What follows belongs to an exercise in optimizing a design on an open flow for small area, a short achievable clock period and few clock cycles; a production flow would make more cautious choices.
Where RTL was checked, it was by simulation tests only, not by an equivalence proof against the original.
For run 2, only the layout was checked, not whether the RTL still works.
No activity file was given, so power comes from the tool's default toggle rates.

## flow/design.v (module list and top-level ports; edited modules follow where they fit)
// module matmul_ctrl: 54 lines
// module operand_addr_gen: 115 lines
// module mac_unit: 1963 lines
// module mac_fa: 7 lines
// module mac_ha: 7 lines
// module result_writer: 29 lines
// module matmul_top: 89 lines
module matmul_top #(
  parameter int ADDR_W = 16
) (
  input  logic                          clk,
  input  logic                          reset_n,
  input  logic                          dut_valid,
  output logic                          dut_ready,
  output logic [ADDR_W-1:0]             input_read_address,
  input  matmul_pkg::sram_word_u        input_read_data,
  output logic [ADDR_W-1:0]             weight_read_address,
  input  matmul_pkg::sram_word_u        weight_read_data,
  output logic                          result_write_enable,
  output logic [ADDR_W-1:0]             result_write_address,
  output logic [matmul_pkg::DATA_W-1:0] result_write_data
);
  // ...
==> flow/flow/run.sh <==
#!/bin/bash
# Standard ORFS layout at the design's clock and constraints, with faster
# port buffers, a clock tree with fewer branch buffers, and timing repair
# aimed below the clock period.
set -euo pipefail
bash standard.sh \
  "BUFFER_PORTS_ARGS=-buffer_cell sky130_fd_sc_hd__buf_2" \
  "CTS_ARGS=-sink_clustering_enable -repair_clock_nets -sink_clustering_size 22 -sink_clustering_max_diameter 120 -branching_point_buffers_distance 2000 -distance_between_buffers 2000" \
  SETUP_SLACK_MARGIN=7.8 \
  TNS_END_PERCENT=100 \
  finish > standard_flow.log 2>&1
==> flow/standard.sh <==
#!/bin/bash
# synth_recipe.tcl (not shown) runs the flow's synth.tcl, then flattens the netlist and writes it again
# the make line also repeats each setting of config.mk as NAME=value (left out here)
make -C /OpenROAD-flow-scripts/flow DESIGN_CONFIG=/design/flow/config.mk WORK_HOME=/design/flow/orfs CLKGATE_MAP_FILE= SYNTH_SCRIPT=/design/flow/synth_recipe.tcl "${@:-finish}"
==> flow/config.mk <==
export PLATFORM = sky130hd
export DESIGN_NAME = matmul_top
export DESIGN_NICKNAME = matmul_top
export VERILOG_FILES = /design/flow/design.v
export SDC_FILE = /design/flow/constraint.sdc
export NUM_CORES = 4
export LEC_CHECK = 0
export CAP_MARGIN = 20
export CORE_MARGIN = 2
export CORE_UTILIZATION = 40
export CTS_CLUSTER_DIAMETER = 120
export CTS_CLUSTER_SIZE = 22
export SLEW_MARGIN = 20
export SYNTH_HIERARCHICAL = 1
==> flow/constraint.sdc <==
create_clock -name core_clock -period 11.0 [get_ports {clk}]
set_input_delay 2.2000 -clock core_clock [delete_from_list [all_inputs] [get_ports {clk}]]
set_output_delay 2.2000 -clock core_clock [all_outputs]
set_load 0.01 [all_outputs]
==> flow_summary_export.csv, run 1 <==
group,metric,value,unit
power_and_ir_drop,p_int,4.45,mW
global_route,antenna_found_initial,11,
final_layout,multiInputGateArea,15400,µm²
final_layout,largest_reg_flops,78,
routing,firstDrtPassIters,6,
logic_synthesis,synth_top_family_by_area,"adder cells",
logic_synthesis,syn_area,24900,µm²
worst_setup_path,required,8.80,ns
power_and_ir_drop,power,7.36,mW
worst_setup_path,path_delay_family,"flip-flops",
routing,drt-met1-wl,28500,µm
final_layout,seq_share,31.4,%
status,status,"finished clean",
global_route,grt_max_degree,65,
placed_design,place_inst,3146,
worst_setup_path,crit_chain,"buf_6",
logic_synthesis,synth_xor_area_share,15.4,%
job,cap_viol_max_count,0,
power_and_ir_drop,power-top-group,"combinational logic",
clock_network,cts_htree_levels,1,
logic_synthesis,yosys.area.top_type_share,24.8,%
logic_synthesis,postSynth.asyncResetShare,0,%
logic_synthesis,syn_inst,2291,
final_layout,nNetsFinal,2769,
logic_synthesis,synth_nets,2663,
Testbench counts, summed over its fixed seeds: cycles 33,512.
==> module operand_addr_gen, before the edit <==
module operand_addr_gen #(
  parameter int ADDR_W = 16
) (
  input  logic                    clk,
  input  logic                    reset_n,
  input  logic                    dut_valid,
  input  logic                    st_idle,
  input  logic                    st_hdr,
  input  logic                    st_spec,
  input  logic                    st_run,
  input  matmul_pkg::sram_word_u  input_header,
  input  matmul_pkg::sram_word_u  weight_header,
  input  logic [15:0]             k_dim,
  input  logic [15:0]             n_dim,
  input  logic                    k_one,
  input  logic                    n_one,
  input  logic                    m_one,
  input  logic                    hdr_k_le2,
  input  logic                    hdr_n_one,
  input  logic                    hdr_m_one,
  output logic [ADDR_W-1:0]       input_read_address,
  output logic [ADDR_W-1:0]       weight_read_address,
  output logic                    issue_final,
  output logic                    first_m2,
  output logic                    last_wr,
  output logic                    final_wr
);
  logic [15:0]       k_rem, j_rem, i_rem;
  logic [ADDR_W-1:0] a_addr, b_addr, a_row;
  logic              k_first, k_last, j_last, i_last;
  logic              spec_void;
  logic [15:0]       k_rem_e;
  logic [ADDR_W-1:0] a_e, b_e;
  logic              issuing;
  assign spec_void   = st_spec && k_one;
  assign k_rem_e     = spec_void ? 16'd1 : k_rem;
  assign a_e         = spec_void ? ADDR_W'(1) : a_addr;
  assign b_e         = spec_void ? ADDR_W'(1) : b_addr;
  assign issue_final = k_last && j_last && i_last;
  assign issuing     = st_spec || st_run;
  always_ff @(posedge clk) begin
    if (st_idle) begin
      a_addr <= ADDR_W'(dut_valid);
      b_addr <= ADDR_W'(dut_valid);
    end else if (st_hdr) begin
      a_addr <= ADDR_W'(2);
      b_addr <= ADDR_W'(2);
    end else if (issuing && !issue_final) begin
      a_addr <= (k_last && !j_last) ? a_row : a_e + 1'b1;
      b_addr <= (k_last && j_last) ? ADDR_W'(1) : b_e + 1'b1;
    end else begin
      a_addr <= '0;
      b_addr <= '0;
    end
  end
  always_ff @(posedge clk) begin
    if (st_hdr) begin
      k_rem   <= input_header.dims.cols - 1'b1;
      j_rem   <= weight_header.dims.cols;
      i_rem   <= input_header.dims.rows;
      a_row   <= ADDR_W'(1);
      k_first <= 1'b0;
      k_last  <= hdr_k_le2;
      j_last  <= hdr_n_one;
      i_last  <= hdr_m_one;
    end else if (issuing) begin
      k_first <= k_last;
      if (!k_last) begin
        k_rem  <= k_rem_e - 1'b1;
        k_last <= (k_rem_e == 16'd2);
      end else begin
        k_rem  <= k_dim;
        k_last <= k_one;
        if (!j_last) begin
          j_rem  <= j_rem - 1'b1;
          j_last <= (j_rem == 16'd2);
        end else begin
          j_rem  <= n_dim;
          j_last <= n_one;
          i_rem  <= i_rem - 1'b1;
          i_last <= (i_rem == 16'd2);
          a_row  <= a_e + 1'b1;
        end
      end
    end
  end
  matmul_pkg::op_tag_t tg1, tg2, tg3, tg4;
  always_ff @(posedge clk) begin
    if (!reset_n) begin
      tg1.last <= 1'b0;
      tg2.last <= 1'b0;
      tg3.last <= 1'b0;
      tg4.last <= 1'b0;
    end else begin
      tg1.last <= issuing && !spec_void && k_last;
      tg2.last <= st_spec ? k_one : tg1.last;
      tg3.last <= tg2.last;
      tg4.last <= tg3.last;
    end
  end
  always_ff @(posedge clk) begin
    tg1.first    <= k_first;
    tg1.is_final <= j_last && i_last;
    tg2.first    <= st_spec ? 1'b1 : tg1.first;
    tg2.is_final <= st_spec ? (n_one && m_one) : tg1.is_final;
    tg3.first    <= tg2.first;
    tg3.is_final <= tg2.is_final;
    tg4.is_final <= tg3.is_final;
  end
  assign input_read_address  = a_addr;
  assign weight_read_address = b_addr;
  assign first_m2            = tg3.first;
  assign last_wr             = tg4.last;
  assign final_wr            = tg4.is_final;
endmodule
==> run 2, diff against run 1 <==
--- a/flow/design.v
+++ b/flow/design.v
@@ -152,44 +152,41 @@
           j_last <= n_one;
           i_rem  <= i_rem - 1'b1;
           i_last <= (i_rem == 16'd2);
           a_row  <= a_e + 1'b1;
         end
       end
     end
   end
-  matmul_pkg::op_tag_t tg1, tg2, tg3, tg4;
+  matmul_pkg::op_tag_t tg1, tg2, tg3;
   always_ff @(posedge clk) begin
     if (!reset_n) begin
       tg1.last <= 1'b0;
       tg2.last <= 1'b0;
       tg3.last <= 1'b0;
-      tg4.last <= 1'b0;
     end else begin
       tg1.last <= issuing && !spec_void && k_last;
       tg2.last <= st_spec ? k_one : tg1.last;
       tg3.last <= tg2.last;
-      tg4.last <= tg3.last;
     end
   end
   always_ff @(posedge clk) begin
     tg1.first    <= k_first;
     tg1.is_final <= j_last && i_last;
     tg2.first    <= st_spec ? 1'b1 : tg1.first;
     tg2.is_final <= st_spec ? (n_one && m_one) : tg1.is_final;
     tg3.first    <= tg2.first;
     tg3.is_final <= tg2.is_final;
-    tg4.is_final <= tg3.is_final;
   end
   assign input_read_address  = a_addr;
   assign weight_read_address = b_addr;
   assign first_m2            = tg3.first;
-  assign last_wr             = tg4.last;
-  assign final_wr            = tg4.is_final;
+  assign last_wr             = tg3.last;
+  assign final_wr            = tg3.is_final;
 endmodule
 `timescale 1ns/1ns
 module mac_unit (
   input  logic        clk,
   input  logic [31:0] a_in,       
   input  logic [31:0] b_in,       
   input  logic        first_m2,   
   output logic [31:0] sum_out     
@@ -1207,20 +1204,18 @@
   assign m1_d[73] = x3_s386;   
   assign m1_d[74] = x3_c385;   
   assign m1_d[75] = x3_c387;   
   assign m1_d[76] = x3_s388;   
   assign m1_d[77] = x3_s389;   
   always_ff @(posedge clk) begin
     m1 <= m1_d;
   end
-  logic [31:0] acc_s, accm_s, blk_s;
-  logic [2:0] acc_c, accm_c, blk_c;   
-  assign accm_s = first_m2 ? 32'd0 : acc_s;
-  assign accm_c = first_m2 ? 3'd0 : acc_c;
+  logic [31:0] accm, sum;
+  assign accm = first_m2 ? 32'd0 : sum_out;
   logic y0_s390;
   logic y0_c391;
   logic y0_s392;
   logic y0_c393;
   logic y0_s394;
   logic y0_c395;
   logic y0_s396;
   logic y0_c397;
@@ -1355,83 +1350,83 @@
   logic y2_s526;
   logic y2_c527;
   logic y2_s528;
   mac_ha u_y0_s390 (.a(m1[34]), .b(m1[35]), .s(y0_s390), .co(y0_c391));
   mac_ha u_y0_s392 (.a(m1[38]), .b(m1[39]), .s(y0_s392), .co(y0_c393));
   mac_ha u_y0_s394 (.a(m1[41]), .b(m1[42]), .s(y0_s394), .co(y0_c395));
   mac_ha u_y0_s396 (.a(m1[44]), .b(m1[45]), .s(y0_s396), .co(y0_c397));
   mac_ha u_y0_s398 (.a(m1[47]), .b(m1[48]), .s(y0_s398), .co(y0_c399));
-  mac_fa u_y0_s400 (.a(m1[50]), .b(m1[51]), .c(m1[52]), .s(y0_s400), .co(y0_c401));
+  mac_ha u_y0_s400 (.a(m1[50]), .b(m1[51]), .s(y0_s400), .co(y0_c401));
   mac_ha u_y0_s402 (.a(m1[53]), .b(m1[54]), .s(y0_s402), .co(y0_c403));
   mac_ha u_y0_s404 (.a(m1[56]), .b(m1[57]), .s(y0_s404), .co(y0_c405));
   mac_ha u_y0_s406 (.a(m1[59]), .b(m1[60]), .s(y0_s406), .co(y0_c407));
   mac_fa u_y0_s408 (.a(m1[62]), .b(m1[63]), .c(m1[64]), .s(y0_s408), .co(y0_c409));
   mac_fa u_y0_s410 (.a(m1[66]), .b(m1[67]), .c(m1[68]), .s(y0_s410), .co(y0_c411));
   mac_fa u_y0_s412 (.a(m1[70]), .b(m1[71]), .c(m1[72]), .s(y0_s412), .co(y0_c413));
   assign y0_s414 = m1[74] ^ m1[75] ^ m1[76];
   mac_ha u_y1_s415 (.a(m1[7]), .b(m1[8]), .s(y1_s415), .co(y1_c416));
   mac_ha u_y1_s417 (.a(m1[10]), .b(m1[11]), .s(y1_s417), .co(y1_c418));
-  mac_fa u_y1_s419 (.a(m1[12]), .b(m1[13]), .c(accm_s[8]), .s(y1_s419), .co(y1_c420));
+  mac_ha u_y1_s419 (.a(m1[12]), .b(m1[13]), .s(y1_s419), .co(y1_c420));
   mac_ha u_y1_s421 (.a(m1[14]), .b(m1[15]), .s(y1_s421), .co(y1_c422));
   mac_ha u_y1_s423 (.a(m1[16]), .b(m1[17]), .s(y1_s423), .co(y1_c424));
   mac_ha u_y1_s425 (.a(m1[18]), .b(m1[19]), .s(y1_s425), .co(y1_c426));
   mac_ha u_y1_s427 (.a(m1[20]), .b(m1[21]), .s(y1_s427), .co(y1_c428));
   mac_ha u_y1_s429 (.a(m1[22]), .b(m1[23]), .s(y1_s429), .co(y1_c430));
   mac_ha u_y1_s431 (.a(m1[24]), .b(m1[25]), .s(y1_s431), .co(y1_c432));
   mac_ha u_y1_s433 (.a(m1[26]), .b(m1[27]), .s(y1_s433), .co(y1_c434));
-  mac_fa u_y1_s435 (.a(m1[28]), .b(m1[29]), .c(accm_s[16]), .s(y1_s435), .co(y1_c436));
+  mac_ha u_y1_s435 (.a(m1[28]), .b(m1[29]), .s(y1_s435), .co(y1_c436));
   mac_ha u_y1_s437 (.a(m1[30]), .b(m1[31]), .s(y1_s437), .co(y1_c438));
   mac_ha u_y1_s439 (.a(m1[32]), .b(m1[33]), .s(y1_s439), .co(y1_c440));
-  mac_fa u_y1_s441 (.a(m1[36]), .b(m1[37]), .c(accm_s[19]), .s(y1_s441), .co(y1_c442));
-  mac_fa u_y1_s443 (.a(m1[40]), .b(accm_s[20]), .c(y0_c391), .s(y1_s443), .co(y1_c444));
-  mac_fa u_y1_s445 (.a(m1[43]), .b(accm_s[21]), .c(y0_c393), .s(y1_s445), .co(y1_c446));
-  mac_fa u_y1_s447 (.a(m1[46]), .b(accm_s[22]), .c(y0_c395), .s(y1_s447), .co(y1_c448));
-  mac_fa u_y1_s449 (.a(m1[49]), .b(accm_s[23]), .c(y0_c397), .s(y1_s449), .co(y1_c450));
-  mac_fa u_y1_s451 (.a(accm_s[24]), .b(accm_c[2]), .c(y0_c399), .s(y1_s451), .co(y1_c452));
-  mac_fa u_y1_s453 (.a(m1[55]), .b(accm_s[25]), .c(y0_c401), .s(y1_s453), .co(y1_c454));
-  mac_fa u_y1_s455 (.a(m1[58]), .b(accm_s[26]), .c(y0_c403), .s(y1_s455), .co(y1_c456));
-  mac_fa u_y1_s457 (.a(m1[61]), .b(accm_s[27]), .c(y0_c405), .s(y1_s457), .co(y1_c458));
-  mac_fa u_y1_s459 (.a(m1[65]), .b(accm_s[28]), .c(y0_c407), .s(y1_s459), .co(y1_c460));
-  mac_fa u_y1_s461 (.a(m1[69]), .b(accm_s[29]), .c(y0_c409), .s(y1_s461), .co(y1_c462));
-  mac_fa u_y1_s463 (.a(m1[73]), .b(accm_s[30]), .c(y0_c411), .s(y1_s463), .co(y1_c464));
-  assign y1_s465 = m1[77] ^ accm_s[31] ^ y0_c413;
+  mac_fa u_y1_s441 (.a(m1[36]), .b(m1[37]), .c(accm[19]), .s(y1_s441), .co(y1_c442));
+  mac_fa u_y1_s443 (.a(m1[40]), .b(accm[20]), .c(y0_c391), .s(y1_s443), .co(y1_c444));
+  mac_fa u_y1_s445 (.a(m1[43]), .b(accm[21]), .c(y0_c393), .s(y1_s445), .co(y1_c446));
+  mac_fa u_y1_s447 (.a(m1[46]), .b(accm[22]), .c(y0_c395), .s(y1_s447), .co(y1_c448));
+  mac_fa u_y1_s449 (.a(m1[49]), .b(accm[23]), .c(y0_c397), .s(y1_s449), .co(y1_c450));
+  mac_fa u_y1_s451 (.a(m1[52]), .b(accm[24]), .c(y0_c399), .s(y1_s451), .co(y1_c452));
+  mac_fa u_y1_s453 (.a(m1[55]), .b(accm[25]), .c(y0_c401), .s(y1_s453), .co(y1_c454));
+  mac_fa u_y1_s455 (.a(m1[58]), .b(accm[26]), .c(y0_c403), .s(y1_s455), .co(y1_c456));
+  mac_fa u_y1_s457 (.a(m1[61]), .b(accm[27]), .c(y0_c405), .s(y1_s457), .co(y1_c458));
+  mac_fa u_y1_s459 (.a(m1[65]), .b(accm[28]), .c(y0_c407), .s(y1_s459), .co(y1_c460));
+  mac_fa u_y1_s461 (.a(m1[69]), .b(accm[29]), .c(y0_c409), .s(y1_s461), .co(y1_c462));
+  mac_fa u_y1_s463 (.a(m1[73]), .b(accm[30]), .c(y0_c411), .s(y1_s463), .co(y1_c464));
+  assign y1_s465 = m1[77] ^ accm[31] ^ y0_c413;
   mac_ha u_y2_s466 (.a(m1[0]), .b(m1[1]), .s(y2_s466), .co(y2_c467));
-  mac_ha u_y2_s468 (.a(m1[2]), .b(accm_s[1]), .s(y2_s468), .co(y2_c469));
-  mac_ha u_y2_s470 (.a(m1[3]), .b(accm_s[2]), .s(y2_s470), .co(y2_c471));
-  mac_ha u_y2_s472 (.a(m1[4]), .b(accm_s[3]), .s(y2_s472), .co(y2_c473));
-  mac_ha u_y2_s474 (.a(m1[5]), .b(accm_s[4]), .s(y2_s474), .co(y2_c475));
-  mac_ha u_y2_s476 (.a(m1[6]), .b(accm_s[5]), .s(y2_s476), .co(y2_c477));
-  mac_fa u_y2_s478 (.a(m1[9]), .b(accm_s[6]), .c(y1_s415), .s(y2_s478), .co(y2_c479));
-  mac_fa u_y2_s480 (.a(accm_s[7]), .b(y1_c416), .c(y1_s417), .s(y2_s480), .co(y2_c481));
-  mac_fa u_y2_s482 (.a(accm_c[0]), .b(y1_c418), .c(y1_s419), .s(y2_s482), .co(y2_c483));
-  mac_fa u_y2_s484 (.a(accm_s[9]), .b(y1_c420), .c(y1_s421), .s(y2_s484), .co(y2_c485));
-  mac_fa u_y2_s486 (.a(accm_s[10]), .b(y1_c422), .c(y1_s423), .s(y2_s486), .co(y2_c487));
-  mac_fa u_y2_s488 (.a(accm_s[11]), .b(y1_c424), .c(y1_s425), .s(y2_s488), .co(y2_c489));
-  mac_fa u_y2_s490 (.a(accm_s[12]), .b(y1_c426), .c(y1_s427), .s(y2_s490), .co(y2_c491));
-  mac_fa u_y2_s492 (.a(accm_s[13]), .b(y1_c428), .c(y1_s429), .s(y2_s492), .co(y2_c493));
-  mac_fa u_y2_s494 (.a(accm_s[14]), .b(y1_c430), .c(y1_s431), .s(y2_s494), .co(y2_c495));
-  mac_fa u_y2_s496 (.a(accm_s[15]), .b(y1_c432), .c(y1_s433), .s(y2_s496), .co(y2_c497));
-  mac_fa u_y2_s498 (.a(accm_c[1]), .b(y1_c434), .c(y1_s435), .s(y2_s498), .co(y2_c499));
-  mac_fa u_y2_s500 (.a(accm_s[17]), .b(y1_c436), .c(y1_s437), .s(y2_s500), .co(y2_c501));
-  mac_fa u_y2_s502 (.a(accm_s[18]), .b(y1_c438), .c(y1_s439), .s(y2_s502), .co(y2_c503));
+  mac_ha u_y2_s468 (.a(m1[2]), .b(accm[1]), .s(y2_s468), .co(y2_c469));
+  mac_ha u_y2_s470 (.a(m1[3]), .b(accm[2]), .s(y2_s470), .co(y2_c471));
+  mac_ha u_y2_s472 (.a(m1[4]), .b(accm[3]), .s(y2_s472), .co(y2_c473));
+  mac_ha u_y2_s474 (.a(m1[5]), .b(accm[4]), .s(y2_s474), .co(y2_c475));
+  mac_ha u_y2_s476 (.a(m1[6]), .b(accm[5]), .s(y2_s476), .co(y2_c477));
+  mac_fa u_y2_s478 (.a(m1[9]), .b(accm[6]), .c(y1_s415), .s(y2_s478), .co(y2_c479));
+  mac_fa u_y2_s480 (.a(accm[7]), .b(y1_c416), .c(y1_s417), .s(y2_s480), .co(y2_c481));
+  mac_fa u_y2_s482 (.a(accm[8]), .b(y1_c418), .c(y1_s419), .s(y2_s482), .co(y2_c483));
+  mac_fa u_y2_s484 (.a(accm[9]), .b(y1_c420), .c(y1_s421), .s(y2_s484), .co(y2_c485));
+  mac_fa u_y2_s486 (.a(accm[10]), .b(y1_c422), .c(y1_s423), .s(y2_s486), .co(y2_c487));
+  mac_fa u_y2_s488 (.a(accm[11]), .b(y1_c424), .c(y1_s425), .s(y2_s488), .co(y2_c489));
+  mac_fa u_y2_s490 (.a(accm[12]), .b(y1_c426), .c(y1_s427), .s(y2_s490), .co(y2_c491));
+  mac_fa u_y2_s492 (.a(accm[13]), .b(y1_c428), .c(y1_s429), .s(y2_s492), .co(y2_c493));
+  mac_fa u_y2_s494 (.a(accm[14]), .b(y1_c430), .c(y1_s431), .s(y2_s494), .co(y2_c495));
+  mac_fa u_y2_s496 (.a(accm[15]), .b(y1_c432), .c(y1_s433), .s(y2_s496), .co(y2_c497));
+  mac_fa u_y2_s498 (.a(accm[16]), .b(y1_c434), .c(y1_s435), .s(y2_s498), .co(y2_c499));
+  mac_fa u_y2_s500 (.a(accm[17]), .b(y1_c436), .c(y1_s437), .s(y2_s500), .co(y2_c501));
+  mac_fa u_y2_s502 (.a(accm[18]), .b(y1_c438), .c(y1_s439), .s(y2_s502), .co(y2_c503));
   mac_fa u_y2_s504 (.a(y0_s390), .b(y1_c440), .c(y1_s441), .s(y2_s504), .co(y2_c505));
   mac_fa u_y2_s506 (.a(y0_s392), .b(y1_c442), .c(y1_s443), .s(y2_s506), .co(y2_c507));
   mac_fa u_y2_s508 (.a(y0_s394), .b(y1_c444), .c(y1_s445), .s(y2_s508), .co(y2_c509));
   mac_fa u_y2_s510 (.a(y0_s396), .b(y1_c446), .c(y1_s447), .s(y2_s510), .co(y2_c511));
   mac_fa u_y2_s512 (.a(y0_s398), .b(y1_c448), .c(y1_s449), .s(y2_s512), .co(y2_c513));
   mac_fa u_y2_s514 (.a(y0_s400), .b(y1_c450), .c(y1_s451), .s(y2_s514), .co(y2_c515));
   mac_fa u_y2_s516 (.a(y0_s402), .b(y1_c452), .c(y1_s453), .s(y2_s516), .co(y2_c517));
   mac_fa u_y2_s518 (.a(y0_s404), .b(y1_c454), .c(y1_s455), .s(y2_s518), .co(y2_c519));
   mac_fa u_y2_s520 (.a(y0_s406), .b(y1_c456), .c(y1_s457), .s(y2_s520), .co(y2_c521));
   mac_fa u_y2_s522 (.a(y0_s408), .b(y1_c458), .c(y1_s459), .s(y2_s522), .co(y2_c523));
   mac_fa u_y2_s524 (.a(y0_s410), .b(y1_c460), .c(y1_s461), .s(y2_s524), .co(y2_c525));
   mac_fa u_y2_s526 (.a(y0_s412), .b(y1_c462), .c(y1_s463), .s(y2_s526), .co(y2_c527));
   assign y2_s528 = y0_s414 ^ y1_c464 ^ y1_s465;
-  assign nxt_s[0] = accm_s[0];
+  assign nxt_s[0] = accm[0];
   assign nxt_c[0] = y2_s466;
   assign nxt_s[1] = y2_c467;
   assign nxt_c[1] = y2_s468;
   assign nxt_s[2] = y2_c469;
   assign nxt_c[2] = y2_s470;
   assign nxt_s[3] = y2_c471;
   assign nxt_c[3] = y2_s472;
   assign nxt_s[4] = y2_c473;
@@ -1485,315 +1480,19 @@
   assign nxt_s[28] = y2_c521;
   assign nxt_c[28] = y2_s522;
   assign nxt_s[29] = y2_c523;
   assign nxt_c[29] = y2_s524;
   assign nxt_s[30] = y2_c525;
   assign nxt_c[30] = y2_s526;
   assign nxt_s[31] = y2_c527;
   assign nxt_c[31] = y2_s528;
-  logic [7:0] b0_sum;
-  logic [7:0] b0_g0, b0_p0;
-  assign b0_g0 = nxt_s[7:0] & nxt_c[7:0];
-  assign b0_p0 = nxt_s[7:0] ^ nxt_c[7:0];
-  logic [7:0] b0_g1, b0_p1;
-  assign b0_g1[0] = b0_g0[0];
-  assign b0_p1[0] = b0_p0[0];
-  assign b0_g1[1] = b0_g0[1] | (b0_p0[1] & b0_g0[0]);
-  assign b0_p1[1] = b0_p0[1] & b0_p0[0];
-  assign b0_g1[2] = b0_g0[2] | (b0_p0[2] & b0_g0[1]);
-  assign b0_p1[2] = b0_p0[2] & b0_p0[1];
-  assign b0_g1[3] = b0_g0[3] | (b0_p0[3] & b0_g0[2]);
-  assign b0_p1[3] = b0_p0[3] & b0_p0[2];
-  assign b0_g1[4] = b0_g0[4] | (b0_p0[4] & b0_g0[3]);
-  assign b0_p1[4] = b0_p0[4] & b0_p0[3];
-  assign b0_g1[5] = b0_g0[5] | (b0_p0[5] & b0_g0[4]);
-  assign b0_p1[5] = b0_p0[5] & b0_p0[4];
-  assign b0_g1[6] = b0_g0[6] | (b0_p0[6] & b0_g0[5]);
-  assign b0_p1[6] = b0_p0[6] & b0_p0[5];
-  assign b0_g1[7] = b0_g0[7] | (b0_p0[7] & b0_g0[6]);
-  assign b0_p1[7] = b0_p0[7] & b0_p0[6];
-  logic [7:0] b0_g2, b0_p2;
-  assign b0_g2[0] = b0_g1[0];
-  assign b0_p2[0] = b0_p1[0];
-  assign b0_g2[1] = b0_g1[1];
-  assign b0_p2[1] = b0_p1[1];
-  assign b0_g2[2] = b0_g1[2] | (b0_p1[2] & b0_g1[0]);
-  assign b0_p2[2] = b0_p1[2] & b0_p1[0];
-  assign b0_g2[3] = b0_g1[3] | (b0_p1[3] & b0_g1[1]);
-  assign b0_p2[3] = b0_p1[3] & b0_p1[1];
-  assign b0_g2[4] = b0_g1[4] | (b0_p1[4] & b0_g1[2]);
-  assign b0_p2[4] = b0_p1[4] & b0_p1[2];
-  assign b0_g2[5] = b0_g1[5] | (b0_p1[5] & b0_g1[3]);
-  assign b0_p2[5] = b0_p1[5] & b0_p1[3];
-  assign b0_g2[6] = b0_g1[6] | (b0_p1[6] & b0_g1[4]);
-  assign b0_p2[6] = b0_p1[6] & b0_p1[4];
-  assign b0_g2[7] = b0_g1[7] | (b0_p1[7] & b0_g1[5]);
-  assign b0_p2[7] = b0_p1[7] & b0_p1[5];
-  logic [7:0] b0_g3, b0_p3;
-  assign b0_g3[0] = b0_g2[0];
-  assign b0_p3[0] = b0_p2[0];
-  assign b0_g3[1] = b0_g2[1];
-  assign b0_p3[1] = b0_p2[1];
-  assign b0_g3[2] = b0_g2[2];
-  assign b0_p3[2] = b0_p2[2];
-  assign b0_g3[3] = b0_g2[3];
-  assign b0_p3[3] = b0_p2[3];
-  assign b0_g3[4] = b0_g2[4] | (b0_p2[4] & b0_g2[0]);
-  assign b0_p3[4] = b0_p2[4] & b0_p2[0];
-  assign b0_g3[5] = b0_g2[5] | (b0_p2[5] & b0_g2[1]);
-  assign b0_p3[5] = b0_p2[5] & b0_p2[1];
-  assign b0_g3[6] = b0_g2[6] | (b0_p2[6] & b0_g2[2]);
-  assign b0_p3[6] = b0_p2[6] & b0_p2[2];
-  assign b0_g3[7] = b0_g2[7] | (b0_p2[7] & b0_g2[3]);
-  assign b0_p3[7] = b0_p2[7] & b0_p2[3];
-  assign b0_sum[0] = b0_p0[0];
-  assign b0_sum[1] = b0_p0[1] ^ b0_g3[0];
-  assign b0_sum[2] = b0_p0[2] ^ b0_g3[1];
-  assign b0_sum[3] = b0_p0[3] ^ b0_g3[2];
-  assign b0_sum[4] = b0_p0[4] ^ b0_g3[3];
-  assign b0_sum[5] = b0_p0[5] ^ b0_g3[4];
-  assign b0_sum[6] = b0_p0[6] ^ b0_g3[5];
-  assign b0_sum[7] = b0_p0[7] ^ b0_g3[6];
-  assign blk_c[0] = b0_g3[7];
-  assign blk_s[7:0] = b0_sum;
-  logic [7:0] b1_sum;
-  logic [7:0] b1_g0, b1_p0;
-  assign b1_g0 = nxt_s[15:8] & nxt_c[15:8];
-  assign b1_p0 = nxt_s[15:8] ^ nxt_c[15:8];
-  logic [7:0] b1_g1, b1_p1;
-  assign b1_g1[0] = b1_g0[0];
-  assign b1_p1[0] = b1_p0[0];
-  assign b1_g1[1] = b1_g0[1] | (b1_p0[1] & b1_g0[0]);
-  assign b1_p1[1] = b1_p0[1] & b1_p0[0];
-  assign b1_g1[2] = b1_g0[2] | (b1_p0[2] & b1_g0[1]);
-  assign b1_p1[2] = b1_p0[2] & b1_p0[1];
-  assign b1_g1[3] = b1_g0[3] | (b1_p0[3] & b1_g0[2]);
-  assign b1_p1[3] = b1_p0[3] & b1_p0[2];
-  assign b1_g1[4] = b1_g0[4] | (b1_p0[4] & b1_g0[3]);
-  assign b1_p1[4] = b1_p0[4] & b1_p0[3];
-  assign b1_g1[5] = b1_g0[5] | (b1_p0[5] & b1_g0[4]);
-  assign b1_p1[5] = b1_p0[5] & b1_p0[4];
-  assign b1_g1[6] = b1_g0[6] | (b1_p0[6] & b1_g0[5]);
-  assign b1_p1[6] = b1_p0[6] & b1_p0[5];
-  assign b1_g1[7] = b1_g0[7] | (b1_p0[7] & b1_g0[6]);
-  assign b1_p1[7] = b1_p0[7] & b1_p0[6];
-  logic [7:0] b1_g2, b1_p2;
-  assign b1_g2[0] = b1_g1[0];
-  assign b1_p2[0] = b1_p1[0];
-  assign b1_g2[1] = b1_g1[1];
-  assign b1_p2[1] = b1_p1[1];
-  assign b1_g2[2] = b1_g1[2] | (b1_p1[2] & b1_g1[0]);
-  assign b1_p2[2] = b1_p1[2] & b1_p1[0];
-  assign b1_g2[3] = b1_g1[3] | (b1_p1[3] & b1_g1[1]);
-  assign b1_p2[3] = b1_p1[3] & b1_p1[1];
-  assign b1_g2[4] = b1_g1[4] | (b1_p1[4] & b1_g1[2]);
-  assign b1_p2[4] = b1_p1[4] & b1_p1[2];
-  assign b1_g2[5] = b1_g1[5] | (b1_p1[5] & b1_g1[3]);
-  assign b1_p2[5] = b1_p1[5] & b1_p1[3];
-  assign b1_g2[6] = b1_g1[6] | (b1_p1[6] & b1_g1[4]);
-  assign b1_p2[6] = b1_p1[6] & b1_p1[4];
-  assign b1_g2[7] = b1_g1[7] | (b1_p1[7] & b1_g1[5]);
-  assign b1_p2[7] = b1_p1[7] & b1_p1[5];
-  logic [7:0] b1_g3, b1_p3;
-  assign b1_g3[0] = b1_g2[0];
-  assign b1_p3[0] = b1_p2[0];
-  assign b1_g3[1] = b1_g2[1];
-  assign b1_p3[1] = b1_p2[1];
-  assign b1_g3[2] = b1_g2[2];
-  assign b1_p3[2] = b1_p2[2];
-  assign b1_g3[3] = b1_g2[3];
-  assign b1_p3[3] = b1_p2[3];
-  assign b1_g3[4] = b1_g2[4] | (b1_p2[4] & b1_g2[0]);
-  assign b1_p3[4] = b1_p2[4] & b1_p2[0];
-  assign b1_g3[5] = b1_g2[5] | (b1_p2[5] & b1_g2[1]);
-  assign b1_p3[5] = b1_p2[5] & b1_p2[1];
-  assign b1_g3[6] = b1_g2[6] | (b1_p2[6] & b1_g2[2]);
-  assign b1_p3[6] = b1_p2[6] & b1_p2[2];
-  assign b1_g3[7] = b1_g2[7] | (b1_p2[7] & b1_g2[3]);
-  assign b1_p3[7] = b1_p2[7] & b1_p2[3];
-  assign b1_sum[0] = b1_p0[0];
-  assign b1_sum[1] = b1_p0[1] ^ b1_g3[0];
-  assign b1_sum[2] = b1_p0[2] ^ b1_g3[1];
-  assign b1_sum[3] = b1_p0[3] ^ b1_g3[2];
-  assign b1_sum[4] = b1_p0[4] ^ b1_g3[3];
-  assign b1_sum[5] = b1_p0[5] ^ b1_g3[4];
-  assign b1_sum[6] = b1_p0[6] ^ b1_g3[5];
-  assign b1_sum[7] = b1_p0[7] ^ b1_g3[6];
-  assign blk_c[1] = b1_g3[7];
-  assign blk_s[15:8] = b1_sum;
-  logic [7:0] b2_sum;
-  logic [7:0] b2_g0, b2_p0;
-  assign b2_g0 = nxt_s[23:16] & nxt_c[23:16];
-  assign b2_p0 = nxt_s[23:16] ^ nxt_c[23:16];
-  logic [7:0] b2_g1, b2_p1;
-  assign b2_g1[0] = b2_g0[0];
-  assign b2_p1[0] = b2_p0[0];
-  assign b2_g1[1] = b2_g0[1] | (b2_p0[1] & b2_g0[0]);
-  assign b2_p1[1] = b2_p0[1] & b2_p0[0];
-  assign b2_g1[2] = b2_g0[2] | (b2_p0[2] & b2_g0[1]);
-  assign b2_p1[2] = b2_p0[2] & b2_p0[1];
-  assign b2_g1[3] = b2_g0[3] | (b2_p0[3] & b2_g0[2]);
-  assign b2_p1[3] = b2_p0[3] & b2_p0[2];
-  assign b2_g1[4] = b2_g0[4] | (b2_p0[4] & b2_g0[3]);
-  assign b2_p1[4] = b2_p0[4] & b2_p0[3];
-  assign b2_g1[5] = b2_g0[5] | (b2_p0[5] & b2_g0[4]);
-  assign b2_p1[5] = b2_p0[5] & b2_p0[4];
-  assign b2_g1[6] = b2_g0[6] | (b2_p0[6] & b2_g0[5]);
-  assign b2_p1[6] = b2_p0[6] & b2_p0[5];
-  assign b2_g1[7] = b2_g0[7] | (b2_p0[7] & b2_g0[6]);
-  assign b2_p1[7] = b2_p0[7] & b2_p0[6];
-  logic [7:0] b2_g2, b2_p2;
-  assign b2_g2[0] = b2_g1[0];
-  assign b2_p2[0] = b2_p1[0];
-  assign b2_g2[1] = b2_g1[1];
-  assign b2_p2[1] = b2_p1[1];
-  assign b2_g2[2] = b2_g1[2] | (b2_p1[2] & b2_g1[0]);
-  assign b2_p2[2] = b2_p1[2] & b2_p1[0];
-  assign b2_g2[3] = b2_g1[3] | (b2_p1[3] & b2_g1[1]);
-  assign b2_p2[3] = b2_p1[3] & b2_p1[1];
-  assign b2_g2[4] = b2_g1[4] | (b2_p1[4] & b2_g1[2]);
-  assign b2_p2[4] = b2_p1[4] & b2_p1[2];
-  assign b2_g2[5] = b2_g1[5] | (b2_p1[5] & b2_g1[3]);
-  assign b2_p2[5] = b2_p1[5] & b2_p1[3];
-  assign b2_g2[6] = b2_g1[6] | (b2_p1[6] & b2_g1[4]);
-  assign b2_p2[6] = b2_p1[6] & b2_p1[4];
-  assign b2_g2[7] = b2_g1[7] | (b2_p1[7] & b2_g1[5]);
-  assign b2_p2[7] = b2_p1[7] & b2_p1[5];
-  logic [7:0] b2_g3, b2_p3;
-  assign b2_g3[0] = b2_g2[0];
-  assign b2_p3[0] = b2_p2[0];
-  assign b2_g3[1] = b2_g2[1];
-  assign b2_p3[1] = b2_p2[1];
-  assign b2_g3[2] = b2_g2[2];
-  assign b2_p3[2] = b2_p2[2];
-  assign b2_g3[3] = b2_g2[3];
-  assign b2_p3[3] = b2_p2[3];
-  assign b2_g3[4] = b2_g2[4] | (b2_p2[4] & b2_g2[0]);
-  assign b2_p3[4] = b2_p2[4] & b2_p2[0];
-  assign b2_g3[5] = b2_g2[5] | (b2_p2[5] & b2_g2[1]);
-  assign b2_p3[5] = b2_p2[5] & b2_p2[1];
-  assign b2_g3[6] = b2_g2[6] | (b2_p2[6] & b2_g2[2]);
-  assign b2_p3[6] = b2_p2[6] & b2_p2[2];
-  assign b2_g3[7] = b2_g2[7] | (b2_p2[7] & b2_g2[3]);
-  assign b2_p3[7] = b2_p2[7] & b2_p2[3];
-  assign b2_sum[0] = b2_p0[0];
-  assign b2_sum[1] = b2_p0[1] ^ b2_g3[0];
-  assign b2_sum[2] = b2_p0[2] ^ b2_g3[1];
-  assign b2_sum[3] = b2_p0[3] ^ b2_g3[2];
-  assign b2_sum[4] = b2_p0[4] ^ b2_g3[3];
-  assign b2_sum[5] = b2_p0[5] ^ b2_g3[4];
-  assign b2_sum[6] = b2_p0[6] ^ b2_g3[5];
-  assign b2_sum[7] = b2_p0[7] ^ b2_g3[6];
-  assign blk_c[2] = b2_g3[7];
-  assign blk_s[23:16] = b2_sum;
-  logic [7:0] b3_sum;
-  logic [7:0] b3_g0, b3_p0;
-  assign b3_g0 = nxt_s[31:24] & nxt_c[31:24];
-  assign b3_p0 = nxt_s[31:24] ^ nxt_c[31:24];
-  logic [7:0] b3_g1, b3_p1;
-  assign b3_g1[0] = b3_g0[0];
-  assign b3_p1[0] = b3_p0[0];
-  assign b3_g1[1] = b3_g0[1] | (b3_p0[1] & b3_g0[0]);
-  assign b3_p1[1] = b3_p0[1] & b3_p0[0];
-  assign b3_g1[2] = b3_g0[2] | (b3_p0[2] & b3_g0[1]);
-  assign b3_p1[2] = b3_p0[2] & b3_p0[1];
-  assign b3_g1[3] = b3_g0[3] | (b3_p0[3] & b3_g0[2]);
-  assign b3_p1[3] = b3_p0[3] & b3_p0[2];
-  assign b3_g1[4] = b3_g0[4] | (b3_p0[4] & b3_g0[3]);
-  assign b3_p1[4] = b3_p0[4] & b3_p0[3];
-  assign b3_g1[5] = b3_g0[5] | (b3_p0[5] & b3_g0[4]);
-  assign b3_p1[5] = b3_p0[5] & b3_p0[4];
-  assign b3_g1[6] = b3_g0[6] | (b3_p0[6] & b3_g0[5]);
-  assign b3_p1[6] = b3_p0[6] & b3_p0[5];
-  assign b3_g1[7] = b3_g0[7] | (b3_p0[7] & b3_g0[6]);
-  assign b3_p1[7] = b3_p0[7] & b3_p0[6];
-  logic [7:0] b3_g2, b3_p2;
-  assign b3_g2[0] = b3_g1[0];
-  assign b3_p2[0] = b3_p1[0];
-  assign b3_g2[1] = b3_g1[1];
-  assign b3_p2[1] = b3_p1[1];
-  assign b3_g2[2] = b3_g1[2] | (b3_p1[2] & b3_g1[0]);
-  assign b3_p2[2] = b3_p1[2] & b3_p1[0];
-  assign b3_g2[3] = b3_g1[3] | (b3_p1[3] & b3_g1[1]);
-  assign b3_p2[3] = b3_p1[3] & b3_p1[1];
-  assign b3_g2[4] = b3_g1[4] | (b3_p1[4] & b3_g1[2]);
-  assign b3_p2[4] = b3_p1[4] & b3_p1[2];
-  assign b3_g2[5] = b3_g1[5] | (b3_p1[5] & b3_g1[3]);
-  assign b3_p2[5] = b3_p1[5] & b3_p1[3];
-  assign b3_g2[6] = b3_g1[6] | (b3_p1[6] & b3_g1[4]);
-  assign b3_p2[6] = b3_p1[6] & b3_p1[4];
-  assign b3_g2[7] = b3_g1[7] | (b3_p1[7] & b3_g1[5]);
-  assign b3_p2[7] = b3_p1[7] & b3_p1[5];
-  logic [7:0] b3_g3, b3_p3;
-  assign b3_g3[0] = b3_g2[0];
-  assign b3_p3[0] = b3_p2[0];
-  assign b3_g3[1] = b3_g2[1];
-  assign b3_p3[1] = b3_p2[1];
-  assign b3_g3[2] = b3_g2[2];
-  assign b3_p3[2] = b3_p2[2];
-  assign b3_g3[3] = b3_g2[3];
-  assign b3_p3[3] = b3_p2[3];
-  assign b3_g3[4] = b3_g2[4] | (b3_p2[4] & b3_g2[0]);
-  assign b3_p3[4] = b3_p2[4] & b3_p2[0];
-  assign b3_g3[5] = b3_g2[5] | (b3_p2[5] & b3_g2[1]);
-  assign b3_p3[5] = b3_p2[5] & b3_p2[1];
-  assign b3_g3[6] = b3_g2[6] | (b3_p2[6] & b3_g2[2]);
-  assign b3_p3[6] = b3_p2[6] & b3_p2[2];
-  assign b3_g3[7] = b3_g2[7] | (b3_p2[7] & b3_g2[3]);
-  assign b3_p3[7] = b3_p2[7] & b3_p2[3];
-  assign b3_sum[0] = b3_p0[0];
-  assign b3_sum[1] = b3_p0[1] ^ b3_g3[0];
-  assign b3_sum[2] = b3_p0[2] ^ b3_g3[1];
-  assign b3_sum[3] = b3_p0[3] ^ b3_g3[2];
-  assign b3_sum[4] = b3_p0[4] ^ b3_g3[3];
-  assign b3_sum[5] = b3_p0[5] ^ b3_g3[4];
-  assign b3_sum[6] = b3_p0[6] ^ b3_g3[5];
-  assign b3_sum[7] = b3_p0[7] ^ b3_g3[6];
-  assign blk_s[31:24] = b3_sum;
-  always_ff @(posedge clk) begin
-    acc_s <= blk_s;
-    acc_c <= blk_c;
-  end
-  logic [31:0] sum, acc_cw;
-  assign acc_cw[0] = 1'b0;
-  assign acc_cw[1] = 1'b0;
-  assign acc_cw[2] = 1'b0;
-  assign acc_cw[3] = 1'b0;
-  assign acc_cw[4] = 1'b0;
-  assign acc_cw[5] = 1'b0;
-  assign acc_cw[6] = 1'b0;
-  assign acc_cw[7] = 1'b0;
-  assign acc_cw[8] = acc_c[0];
-  assign acc_cw[9] = 1'b0;
-  assign acc_cw[10] = 1'b0;
-  assign acc_cw[11] = 1'b0;
-  assign acc_cw[12] = 1'b0;
-  assign acc_cw[13] = 1'b0;
-  assign acc_cw[14] = 1'b0;
-  assign acc_cw[15] = 1'b0;
-  assign acc_cw[16] = acc_c[1];
-  assign acc_cw[17] = 1'b0;
-  assign acc_cw[18] = 1'b0;
-  assign acc_cw[19] = 1'b0;
-  assign acc_cw[20] = 1'b0;
-  assign acc_cw[21] = 1'b0;
-  assign acc_cw[22] = 1'b0;
-  assign acc_cw[23] = 1'b0;
-  assign acc_cw[24] = acc_c[2];
-  assign acc_cw[25] = 1'b0;
-  assign acc_cw[26] = 1'b0;
-  assign acc_cw[27] = 1'b0;
-  assign acc_cw[28] = 1'b0;
-  assign acc_cw[29] = 1'b0;
-  assign acc_cw[30] = 1'b0;
-  assign acc_cw[31] = 1'b0;
   logic [31:0] kg0, kp0;
-  assign kg0 = acc_s & acc_cw;
-  assign kp0 = acc_s ^ acc_cw;
+  assign kg0 = nxt_s & nxt_c;
+  assign kp0 = nxt_s ^ nxt_c;
   logic [31:0] kg1, kp1;
   assign kg1[0] = kg0[0];
   assign kp1[0] = kp0[0];
   assign kg1[1] = kg0[1] | (kp0[1] & kg0[0]);
   assign kp1[1] = kp0[1] & kp0[0];
   assign kg1[2] = kg0[2] | (kp0[2] & kg0[1]);
   assign kp1[2] = kp0[2] & kp0[1];
   assign kg1[3] = kg0[3] | (kp0[3] & kg0[2]);
==> flow/flow/run.sh (replaced) <==
#!/bin/bash
# Standard ORFS layout at the design's clock and constraints, with faster
# port buffers and timing repair aimed below the clock period.
set -euo pipefail
bash standard.sh \
  "BUFFER_PORTS_ARGS=-buffer_cell sky130_fd_sc_hd__buf_2" \
  SETUP_SLACK_MARGIN=7.8 \
  TNS_END_PERCENT=100 \
  finish > standard_flow.log 2>&1
==> run 2 against run 1 <==
Still clean. Worst setup slack got worse by 0.19 ns. Critical path depth is 12 higher. First-iteration DRC count shrank 19%. Sequential power is about 10% lower. Clock-buffer cell count unchanged. Routed wire length fell by 0.21%. Cell count shrank 1.5%. Area after synthesis is 3.5% lower. Largest cell class unchanged.
==> flow_summary_export.csv, run 2 <==
group,metric,value,unit
final_layout,fin_area,28900,µm²
logic_synthesis,synth_common_cells,"xnor2_1, dfxtp_1, a22oi_1, fa_1, clkbuf_1",
global_route,grt.met2_usage,36.8,%
power_and_ir_drop,comb_power_share,72.1,%
global_route,antenna_found_initial,12,
sta,worstMarginPinSlew,0.906,ns
job,cap_viol_max_count,0,
logic_synthesis,syn_inst,2243,
power_and_ir_drop,peakVddDrop,270,µV
sta,rsz0062_at_grt,"yes",
worst_setup_path,crit_fanout,6,
logic_synthesis,yosys_warnings,10,
logic_synthesis,ys_ff_latch,358,
floorplan,pin_count,149,
logic_synthesis,yosysUniqueCellTypes,82,
sta,hold_violations,0,
clock_network,clk_path_buf_depth,3,
power_and_ir_drop,power.switching_fraction,43.7,%
global_route,grt_pass1_wl,107000,µm
routing,dr.first_iter.drc_count,1610,
floorplan,rows,89,
logic_synthesis,synth.most_common_cell,"xnor2_1",
placed_design,dp_hpwl,45900,µm
clock_network,clk_latency,0.56,ns
final_layout,syn_to_final_growth,20.2,%
floorplan,die_area,62000,µm²
final_layout,num-fill-cells,5321,
final_layout,final_cell_mix,"xnor2_1, a22oi_1, fa_1",
final_layout,nNetsFinal,2771,
worst_setup_path,endpoint_kind,"register",
logic_synthesis,synth_nets,2608,
floorplan,die-height,249,µm
global_route,grt-ovfl-total,0,
worst_setup_path,cp-start-kind,"register",
clock_network,cts_htree_levels,1,
sta,slew_violations,0,
final_layout,drive_gt1_share,24.9,%
logic_synthesis,synth_seq_area_share,33.4,%
logic_synthesis,yosys.area.top_type_share,22.7,%
logic_synthesis,yosys.area.top_type,"dfxtp_1",
placed_design,io_buffers,148,
power_and_ir_drop,power,9.73,mW
clock_network,clock_tree.root_cell,"clkbuf_16",
sta,hold_slack,0.351,ns
final_layout,largest_reg_flops,78,
final_layout,seq_area,8340,µm²
routing,firstDrtPassIters,6,
global_route,use_met3,3.29,%
worst_setup_path,arrival,3.89,ns
routing,wire_per_inst,21.9,µm
clock_network,clk_pin_slew,0.09,ns
clock_network,cts_sinks,358,
power_and_ir_drop,power_density,337,nW/µm²
routing,drc,0,
hold_path,hp-class,"reg -> reg",
global_route,top_usage_layer,"met2",
sta,period_share,31.4,%
sta,timing.fmax,0.289,GHz
worst_setup_path,crit_type,"reg -> reg",
global_route,grt_use_met1,27.4,%
global_route,grt_pass1_vias,18579,
power_and_ir_drop,p_leak,10.5,nW
clock_network,cts_made_buffers,20,
power_and_ir_drop,switching_power,4.25,mW
power_and_ir_drop,clkPwrFrac,8.3,%
sta,min_period,3.46,ns
logic_synthesis,syn_area,24000,µm²
clock_network,cts_tree,"built",
sta,setup_tns,0,ns
placed_design,place_congestion,0.846,
logic_synthesis,synth_top_family_by_area,"adder cells",
sta,setup_viol,0,
final_layout,final_common_cell,"xnor2_1",
logic_synthesis,postSynth.asyncResetShare,0,%
logic_synthesis,synth_ff_type,"dfxtp_1",
logic_synthesis,syn_avg_cell_area,10.7,µm²
global_route,grt_max_degree,87,
logic_synthesis,synth_fa_ha_area_share,22.6,%
routing,wl,70100,µm
final_layout,fin_cells,3198,
power_and_ir_drop,pwr-share-seq,19.6,%
logic_synthesis,muxShareOfSynthArea,0.677,%
worst_setup_path,required,11.43,ns
logic_synthesis,synth_compound_area_share,14.9,%
placed_design,place_inst,3021,
logic_synthesis,synth_xor_area_share,15.2,%
logic_synthesis,synthSimpleGateAreaFrac,10.0,%
final_layout,reg.largest.list,"u_mac.m1 (78), u_mac.a_q (32), u_mac.sum_out (32)",
logic_synthesis,synth_edf_count,86,
sta,worst_clock_skew,0.0188,ns
final_layout,largest_register,"u_mac.m1",
status,status,"finished clean",
floorplan,initial_core_util,40.5,%
floorplan,coreArea,59200,µm²
routing,avgViaCountPerCell,5.74,
sta,slew_headroom,39.5,%
routing,vias,18355,
routing,ant_nets,0,
floorplan,die_w,249,µm
final_layout,multiInputGateArea,15900,µm²
logic_synthesis,synth.area.top_cells,"dfxtp_1, fa_1, xnor2_1",
placed_design,placed_area,25400,µm²
global_route,grt_use_total,21.5,%
power_and_ir_drop,p_int,5.48,mW
[run 2: cell count changes after synthesis, moves of 6 or more]
cell	before	now
a211oi_1	9	16
a22oi_1	256	262
buf_1	33	40
buf_2	34	3
clkbuf_1	94	124
dfxtp_1	309	272
fa_1	232	226
inv_1	33	26
nand2_1	124	99
nor2_1	70	87
or3_1	16	10
xnor2_1	375	361
[run 2: final cells by class]
class / instances / area share [%]
Multi-Input combinational cell: 1688 / 55.2
Sequential cell: 358 / 28.9
Timing Repair Buffer: 311 / 10.1
Tap cell: 773 / 3.35
Clock buffer: 31 / 1.88
Inverter: 27 / 0.420
Clock inverter: 3 / 0.178
Antenna cell: 7 / 0.0607
[run 2: power by group through the flow]
stage / registers (mW) / clock network, mW / logic, mW
after floorplan: 1.86 / 0 / 4.11
after global placement: 1.93 / 0 / 5.27
after detailed placement: 1.93 / 0 / 5.39
after CTS: 1.91 / 0.829 / 6.17
after global routing: 1.94 / 0.876 / 7.67
final: 1.91 / 0.804 / 7.02
[run 2: what timing repair did]
| action | 4_1_cts | 5_1_grt |
|---|---|---|
| gates resized for setup | 347 | 109 |
| endpoints found under the hold margin | 0 | 0 |
| gates cloned | 2 | 4 |
| setup buffers | 75 | 55 |
| hold buffers | 0 | 0 |
| setup endpoints to repair | 151 | 107 |
| pin swaps | 34 | 65 |
[run 2: kinds of logic after synthesis]
| family | count (synthesis) |
|---|---|
| compound gates | 513 |
| fa+ha+maj | 298 |
| simple gates | 444 |
| xor+xnor | 418 |
| mux | 15 |
| buf+inv | 197 |
| flops | 358 |
[run 2: metal layers]
layer	share of wire [%]	wire, µm
met2	49	34100
met1	40	28300
met5	0.098	69
met4	4.0	2770
met3	6.8	4770
[run 2: critical path, stage by stage, from the launching register on]
cell,delay (ns)
dfxtp_4,0.45
buf_8,0.16
nor2b_4,0.04
fa_1,0.46
fa_1,0.60
ha_4,0.24
a21o_1,0.18
nor2_1,0.11
o21ai_1,0.09
o22ai_2,0.19
o2111a_2,0.35
o31ai_4,0.12
nor4_2,0.25
a311oi_1,0.07
[run 2: modules after synthesis (local to each module, per instance), excerpt]
| module | area, µm² | copies in the design | flops+latches | cells |
|---|---|---|---|---|
| matmul_ctrl | 1380 | 1 | 41 | 72 |
| mac_unit | 11100 | 1 | 190 | 1201 |
| mac_ha | 12.5 | 31 | 0 | 1 |
| mac_fa | 20.0 | 225 | 0 | 1 |
[run 2: final timing paths]
check | slack, ns | start | to | cells past startpoint
setup / recovery | 7.54 | u_addr_gen.tg3[2] | u_mac.sum_out[31] | 13
hold reg to reg | 0.35 | u_addr_gen.tg2[0] | u_addr_gen.tg3[0] | 0
setup reg to reg | 7.54 | u_addr_gen.tg3[2] | u_mac.sum_out[31] | 13
hold / removal | 0.35 | u_addr_gen.tg2[0] | u_addr_gen.tg3[0] | 0
[run 2: per-stage QoR]
| stage | utilization [%] | worst slack, ns |
|---|---|---|
| finish | 48.8 | 7.54 |
| global route | 48.7 | 7.41 |
| CTS | 47.1 | 7.48 |
| detailed placement | 42.9 | 6.85 |
| global placement | 42.9 | 6.84 |
| floorplan | - | 7.12 |

[separate check: timing with driven ports]
Ports are ideal in the flow. The routed layouts listed here were re-timed in OpenROAD. Step 1: set_driving_cell puts a clkbuf_16 on clk and a buf_2 on each other input, an assumption about the parent block. Step 2 times the ports against the registers' clock, not the clock port: input delays grow and output delays shrink by t, the midpoint of the rising clock arrivals with the driver on. Slacks: no drivers / after step 1 / after step 2; pairs: no drivers / after step 1.
| run | t, ns | setup WS [ns] | worst hold slack (ns) | slew at the worst register clock pin (ns) |
|---|---|---|---|---|
| run 1 | 0.621 | 7.733 / 7.669 / 7.268 | 0.325 / 0.325 / 0.325 | 0.10 / 0.10 |
| run 2 | 0.615 | 7.544 / 7.544 / 6.945 | 0.351 / 0.351 / 0.351 | 0.10 / 0.10 |
After both steps every run listed still meets setup and hold. For run 2, which loses most, drivers alone change the setup slack by 0.000 ns; drivers and shift together by -0.599 ns.
